Context: an optimization exercise on an open-source flow, tuned for small area, a short achievable clock period and few clock cycles per item. The choices shown serve that exercise and are no tape-out recipe.
Where RTL was checked, it was by simulation tests only, not by an equivalence proof against the original.
Power and IR drop assume default switching activity.

==> flow/design.v (excerpt) <==
module fp_add_top (
    input  logic        sys_clk,
    input  logic        sys_rst_n,
    input  logic [31:0] data1_in,
    input  logic [31:0] data2_in,
    input  logic        op,
    input  logic        trig,
    output logic [31:0] data_out,
    output logic        vld
);
    logic        busy;
    logic        accept;
    logic [24:0] x_d, x_q;         
    logic [27:0] y_d, y_q;         
    logic [7:0]  e_d, e_q;         
    logic        sub_d, sub_q;     
    logic        s_d, s_q;         
    logic        inf_d, inf_q;     
    logic        nan_d, nan_q;     
    logic        zero_d, zero_q;   
    logic [31:0] result;
    assign accept = trig & ~busy;
    fp_add_stage1 u_s1 (
        .a   (data1_in),
        .b   (data2_in),
        .op  (op),
        .x   (x_d),
        .y   (y_d),
        .e   (e_d),
        .sub (sub_d),
        .s   (s_d),
        .inf (inf_d),
        .nan (nan_d),
        .zero(zero_d)
    );
    always_ff @(posedge sys_clk) begin
        x_q   <= x_d;
        y_q   <= y_d;
        e_q   <= e_d;
        sub_q <= sub_d;
        s_q   <= s_d;
        inf_q <= inf_d;
        nan_q <= nan_d;
        zero_q <= zero_d;
    end
    fp_add_stage2 u_s2 (
        .x      (x_q),
        .y      (y_q),
        .e      (e_q),
        .sub    (sub_q),
        .s      (s_q),
        .inf    (inf_q),
        .nan    (nan_q),
        .zero   (zero_q),
        .result (result)
    );
    always_ff @(posedge sys_clk or negedge sys_rst_n) begin
        if (!sys_rst_n) begin
  ...
Size: roughly 99 flip-flops, about 13000 µm² of cells after synthesis.
clock: 6.0 ns
lec_check: 0
abc_area: 1
cap_margin: 20
core_margin: 2
core_utilization: 40
setup_slack_margin: 1.5
slew_margin: 20
standard.sh (not shown) runs the stock make flow with config.mk's settings and CLKGATE_MAP_FILE= SYNTH_SCRIPT=/design/flow/synth_recipe.tcl, a recipe that flattens the netlist after the stock synthesis.
==> flow/flow/run.sh <==
#!/bin/bash
# Standard layout, with plain buffers on the ports instead of the delay
# cells the port buffering picks by default.
set -euo pipefail
bash standard.sh BUFFER_PORTS_ARGS="-buffer_cell sky130_fd_sc_hd__buf_1" finish > standard.log 2>&1
Next try:
==> flow/flow/run.sh (replaced) <==
#!/bin/bash
# Standard layout, with plain buffers on the ports instead of the delay
# cells the port buffering picks by default.
set -euo pipefail
bash standard.sh BUFFER_PORTS_ARGS="-buffer_cell sky130_fd_sc_hd__buf_1" SKIP_GATE_CLONING=1 finish > standard.log 2>&1
The new run ran to the end with no violations; final cell count hardly moves; global-route usage barely changes; sequential share of layout area barely changes; power barely changes; fmax drops by 0.61%; routed wire length goes down by 0.35%; cell area came out higher by 0.34%.
No run of this note included a check of the RTL's function; only the layout flow was run.

---

Another version of the RTL of fp_add_top (not shown whole).
Size: roughly 2200 cells after synthesis, ~98 flip-flops, ~13000 um^2 of cells after synthesis.
Settings: LEC_CHECK=0, ABC_AREA=1, CAP_MARGIN=20, CORE_MARGIN=2, CORE_UTILIZATION=40, SLEW_MARGIN=20; clock period 6.0 ns.
run.sh (not shown) runs the stock make flow with config.mk's settings and CLKGATE_MAP_FILE= SYNTH_SCRIPT=/design/flow/synth_recipe.tcl, a recipe that flattens the netlist after the stock synthesis.
Stock flow here: none of the scripts above is used.
The first run ran to the end with no violations.
Testbench counts at the start, summed over its fixed seeds: cycles 16,000, items 8,000.
==> next run, changes <==
ABC_AREA = unset   (was 1)
Result: The new run finished clean. Sequential share of layout area came out lower by 1.1 points. Count of clock-buffer cells in the layout stays the same. Total power goes up by 8.6%. Worst hold slack loses 0.040 ns. Area after synthesis grows by 0.87%. Utilization is higher by 3.5 points. Setup slack got worse by 0.28 ns. Design area grows by 8.1%.

---

== run A ==
fp_add_top, a different RTL version from the one above (not shown whole).
Size: ~2000 cells after synthesis, ~99 flip-flops, ~100 I/O pins, about 12000 sq um of cells after synthesis.
export LEC_CHECK = 0
export ABC_AREA = 1
export CAP_MARGIN = 20
export CORE_MARGIN = 2
export CORE_UTILIZATION = 40
export SLEW_MARGIN = 20
create_clock -name core_clock -period 6.0 [get_ports {sys_clk}]
Run A: PASS, flow complete, no timing, DRC or antenna violations
Relative to run A, the following input files were edited for run B:
Settings: ABC_AREA removed (was 1).
## What came out
Per the comparison of run B with run A, critical path depth now sits lower; multiplexer share of the synthesized area now sits higher; combinational power saw an increase; setup clock skew after layout neither gained nor lost much; fraction of area in registers went down 1.8 points.
Summed instance area of the synthesized netlist grows by more than 10% when moving from run A to run B.
The switching fraction of total power in run B sits 1.7 points below the value recorded for run A.
Largest net degree at the start of global routing was lower in run B than in run A.
Origin of the worst setup path = y_q[8]$_DFF_P_: run B; origin of the worst setup path = sub_q$_DFF_P_: run A
Summary: with run A as the reference, number of combinational gates with multiple inputs in run B moved down by a little under 10%.
Run B: fraction of the mapped netlist area in adder cells 0.74 points below run A
Re met3 track demand over resource in global routing: run A was lower than run B.
No functional check of the RTL was part of any run of this note.

---

fp_add_top, a different RTL version from the one above (not shown whole).
Size in the first run: roughly 99 flip-flops, about 100 I/O pins, ~13000 um2 of cells after synthesis.
clock: 6.0 ns
lec_check: 0
abc_area: 1
cap_margin: 20
core_margin: 2
core_utilization: 40
setup_slack_margin: 1.75
slew_margin: 20
standard.sh (not shown) runs the stock make flow with config.mk's settings and CLKGATE_MAP_FILE= SYNTH_SCRIPT=/design/flow/synth_recipe.tcl, a recipe that flattens the netlist after the stock synthesis.
==> flow/flow/run.sh <==
#!/bin/bash
# Standard layout, with plain buffers on the ports instead of the delay
# cells the port buffering picks by default.
set -euo pipefail
bash standard.sh BUFFER_PORTS_ARGS="-buffer_cell sky130_fd_sc_hd__buf_1" finish > standard.log 2>&1
Testbench counts at the start, summed over its fixed seeds: cycles 16,000, items 8,000.
Edit:
==> flow/flow/run.sh (replaced) <==
#!/bin/bash
# Standard layout, with plain buffers on the ports instead of the delay
# cells the port buffering picks by default.
set -euo pipefail
bash standard.sh BUFFER_PORTS_ARGS="-buffer_cell sky130_fd_sc_hd__buf_1" SKIP_GATE_CLONING=1 finish > standard.log 2>&1
- SETUP_SLACK_MARGIN: 1.75 -> 1.6
The new run passed the timing, design-rule and antenna checks.
Wire length decreases by 3.3%.
Cell count decreases by 1.4%.
Combinational power decreases by 5.5%.
Flip-flop and latch count does not change.
Setup slack got worse by 0.063 ns.
Synthesized cell count is unchanged.
Hold slack got worse by 0.0052 ns.
Via count decreases by 1.5%.
Edit:
- SETUP_SLACK_MARGIN: 1.6 -> 1.3
After rerunning:
- core utilization is lower by 1.4 points
- routed wire length is lower slightly
- combinational power is lower by a few percent
- cell area is lower by a few percent
- setup slack loses 0.13 ns

---

Another version of the RTL of fp_add_top (not shown whole).
For scale: about 2,200 cells after synthesis, about 98 flip-flops, roughly 100 I/O pins, roughly 13,000 µm² of cells after synthesis.
Settings: LEC_CHECK=0, ABC_AREA=1, CAP_MARGIN=20, CORE_MARGIN=2, CORE_UTILIZATION=40, SETUP_SLACK_MARGIN=1.75, SLEW_MARGIN=20; clock period 6.0 ns.
==> flow/flow/run.sh <==
#!/bin/bash
# Standard layout, with plain buffers on the ports instead of the delay
# cells the port buffering picks by default.
set -euo pipefail
bash standard.sh BUFFER_PORTS_ARGS="-buffer_cell sky130_fd_sc_hd__buf_1" SKIP_GATE_CLONING=1 finish > standard.log 2>&1
The starting point finished clean.
Testbench counts at the start, summed over its fixed seeds: cycles 16,000, items 8,000.
==> next run, changes <==
- SETUP_SLACK_MARGIN: 1.75 -> 1.5
Worst setup slack got worse by 0.029 ns.
Design area goes down by a little under a tenth.
Routed wire length is lower by a few percent.

---

fp_add_top with an RTL version that a note above also has.
Size in the first run: roughly 1700 cells after synthesis, roughly 98 flip-flops, roughly 0.013 mm^2 of cells after synthesis.
Design fp_add_top, start of the top module:
module fp_add_top (
    input  logic        sys_clk,
    input  logic        sys_rst_n,
    input  logic [31:0] data1_in,
    input  logic [31:0] data2_in,
    input  logic        op,
    input  logic        trig,
    output logic [31:0] data_out,
    output logic        vld
);
    logic        busy;
    logic        accept;
    logic [23:0] x_d, x_q;         
    logic [26:0] y_d, y_q;         
    logic [7:0]  e_d, e_q;         
    logic        sub_d, sub_q;     
    logic        s_d, s_q;         
    logic [1:0]  cls_d, cls_q;     
    logic        is_d, is_q;       
    logic [31:0] result;
    assign accept = trig & ~busy;
    fp_add_stage1 u_s1 (
        .a   (data1_in),
        .b   (data2_in),
        .op  (op),
        .x   (x_d),
        .y   (y_d),
        .e   (e_d),
        .sub (sub_d),
        .s   (s_d),
        .cls (cls_d),
        .is  (is_d)
    );
    always_ff @(posedge sys_clk) begin
        x_q   <= x_d;
        y_q   <= y_d;
        e_q   <= e_d;
        sub_q <= sub_d;
        s_q   <= s_d;
        cls_q <= cls_d;
        is_q  <= is_d;
    end
    fp_add_stage2 u_s2 (
        .x      (x_q),
        .y      (y_q),
        .e      (e_q),
        .sub    (sub_q),
        .s      (s_q),
        .cls    (cls_q),
        .is     (is_q),
        .result (result)
    );
    always_ff @(posedge sys_clk or negedge sys_rst_n) begin
        if (!sys_rst_n) begin
            busy     <= 1'b0;
  ...
export LEC_CHECK = 0
export ABC_CLOCK_PERIOD_IN_PS = 4500
export CAP_MARGIN = 20
export CORE_MARGIN = 2
export CORE_UTILIZATION = 40
export SLEW_MARGIN = 20
create_clock -name core_clock -period 6.0 [get_ports {sys_clk}]
run.sh (not shown) runs the stock make flow with config.mk's settings and CLKGATE_MAP_FILE= SYNTH_SCRIPT=/design/flow/synth_recipe.tcl, a recipe that flattens the netlist after the stock synthesis.
Stock flow here: none of the scripts above is used.
Testbench counts at the start, summed over its fixed seeds: cycles 16,000, items 8,000.
Then changed:
==> flow/flow/run.sh (new file) <==
#!/bin/bash
# Standard layout, with plain buffers on the ports instead of the delay
# cells the port buffering picks by default.
set -euo pipefail
bash standard.sh BUFFER_PORTS_ARGS="-buffer_cell sky130_fd_sc_hd__buf_1" finish > standard.log 2>&1
==> flow/standard.sh (new file) <==
#!/bin/bash
# synth_recipe.tcl (not shown) runs the flow's synth.tcl, then flattens the netlist and writes it again
# the make line also repeats each setting of config.mk as NAME=value (left out here)
make -C /OpenROAD-flow-scripts/flow DESIGN_CONFIG=/design/flow/config.mk WORK_HOME=/design/flow/orfs CLKGATE_MAP_FILE= SYNTH_SCRIPT=/design/flow/synth_recipe.tcl "${@:-finish}"
Settings changed: ABC_AREA set to 1, ABC_CLOCK_PERIOD_IN_PS 4500 to unset.
removed: flow/run.sh
What happened: Setup slack is better by 0.26 ns; sequential share of layout area goes up by 1.8 points; synthesized cell count climbs by a quarter to a third; non-clock buffer count fell by 140; design area came out lower by roughly a tenth; hold slack gets better by 0.036 ns; synthesized area went down slightly; power goes down by roughly a tenth.

==> port drivers added, routing unchanged <==
How much do the figures lean on ideal ports? The routed layouts below were timed once more, with nothing changed but the port constraints. Step 1 (the two cells are an assumption about what drives the block):
set clk [get_ports {sys_clk}]
set_driving_cell -lib_cell sky130_fd_sc_hd__clkbuf_16 $clk
set_driving_cell -lib_cell sky130_fd_sc_hd__buf_2 [delete_from_list [all_inputs] $clk]
Step 2, shift: input delay + t, output delay - t, t = (earliest + latest rising clock arrival at the registers) / 2. This alone moves slack from input paths to output paths. a / b / c = ideal / step 1 / step 2; a / b = the first two.
| run | shift t [ns] | setup slack, ns | hold WS [ns] | latest minus earliest clock arrival (ns) |
|---|---|---|---|---|
| the first run of note 1 | 0.405 | 1.607 / 1.607 / 1.261 | 0.522 / 0.522 / 0.522 | 0.016 / 0.016 |
| the second run of note 1 | 0.406 | 1.580 / 1.580 / 1.293 | 0.518 / 0.518 / 0.518 | 0.016 / 0.016 |
| the first run of note 2 | 0.419 | 0.493 / 0.493 / 0.246 | 0.524 / 0.524 / 0.524 | 0.020 / 0.020 |
| the second run of note 2 | 0.419 | 0.211 / 0.243 / -0.176 | 0.484 / 0.484 / 0.484 | 0.019 / 0.019 |
| run A | 0.407 | 0.337 / 0.337 / 0.137 | 0.471 / 0.471 / 0.471 | 0.017 / 0.017 |
| run B | 0.412 | 0.214 / 0.214 / 0.110 | 0.502 / 0.502 / 0.502 | 0.020 / 0.020 |
| the first run of note 4 | 0.408 | 1.671 / 1.671 / 1.455 | 0.478 / 0.478 / 0.478 | 0.014 / 0.015 |
| the second run of note 4 | 0.405 | 1.608 / 1.608 / 1.391 | 0.473 / 0.473 / 0.473 | 0.014 / 0.014 |
| the third run of note 4 | 0.409 | 1.479 / 1.479 / 1.225 | 0.482 / 0.482 / 0.482 | 0.017 / 0.017 |
| the first run of note 5 | 0.402 | 1.732 / 1.728 / 1.326 | 0.477 / 0.477 / 0.477 | 0.015 / 0.014 |
| the second run of note 5 | 0.407 | 1.703 / 1.731 / 1.323 | 0.476 / 0.476 / 0.476 | 0.012 / 0.013 |
| the first run of note 6 | 0.419 | 0.211 / 0.243 / -0.176 | 0.484 / 0.484 / 0.484 | 0.019 / 0.019 |
| the second run of note 6 | 0.418 | 0.466 / 0.471 / 0.078 | 0.521 / 0.521 / 0.521 | 0.014 / 0.014 |
With both steps, setup timing fails in the second run of note 2 and the first run of note 6, where it was met with ideal ports. The setup slack of the first run of note 5, which loses most, moves by -0.004 ns with the drivers and by -0.406 ns with both steps.
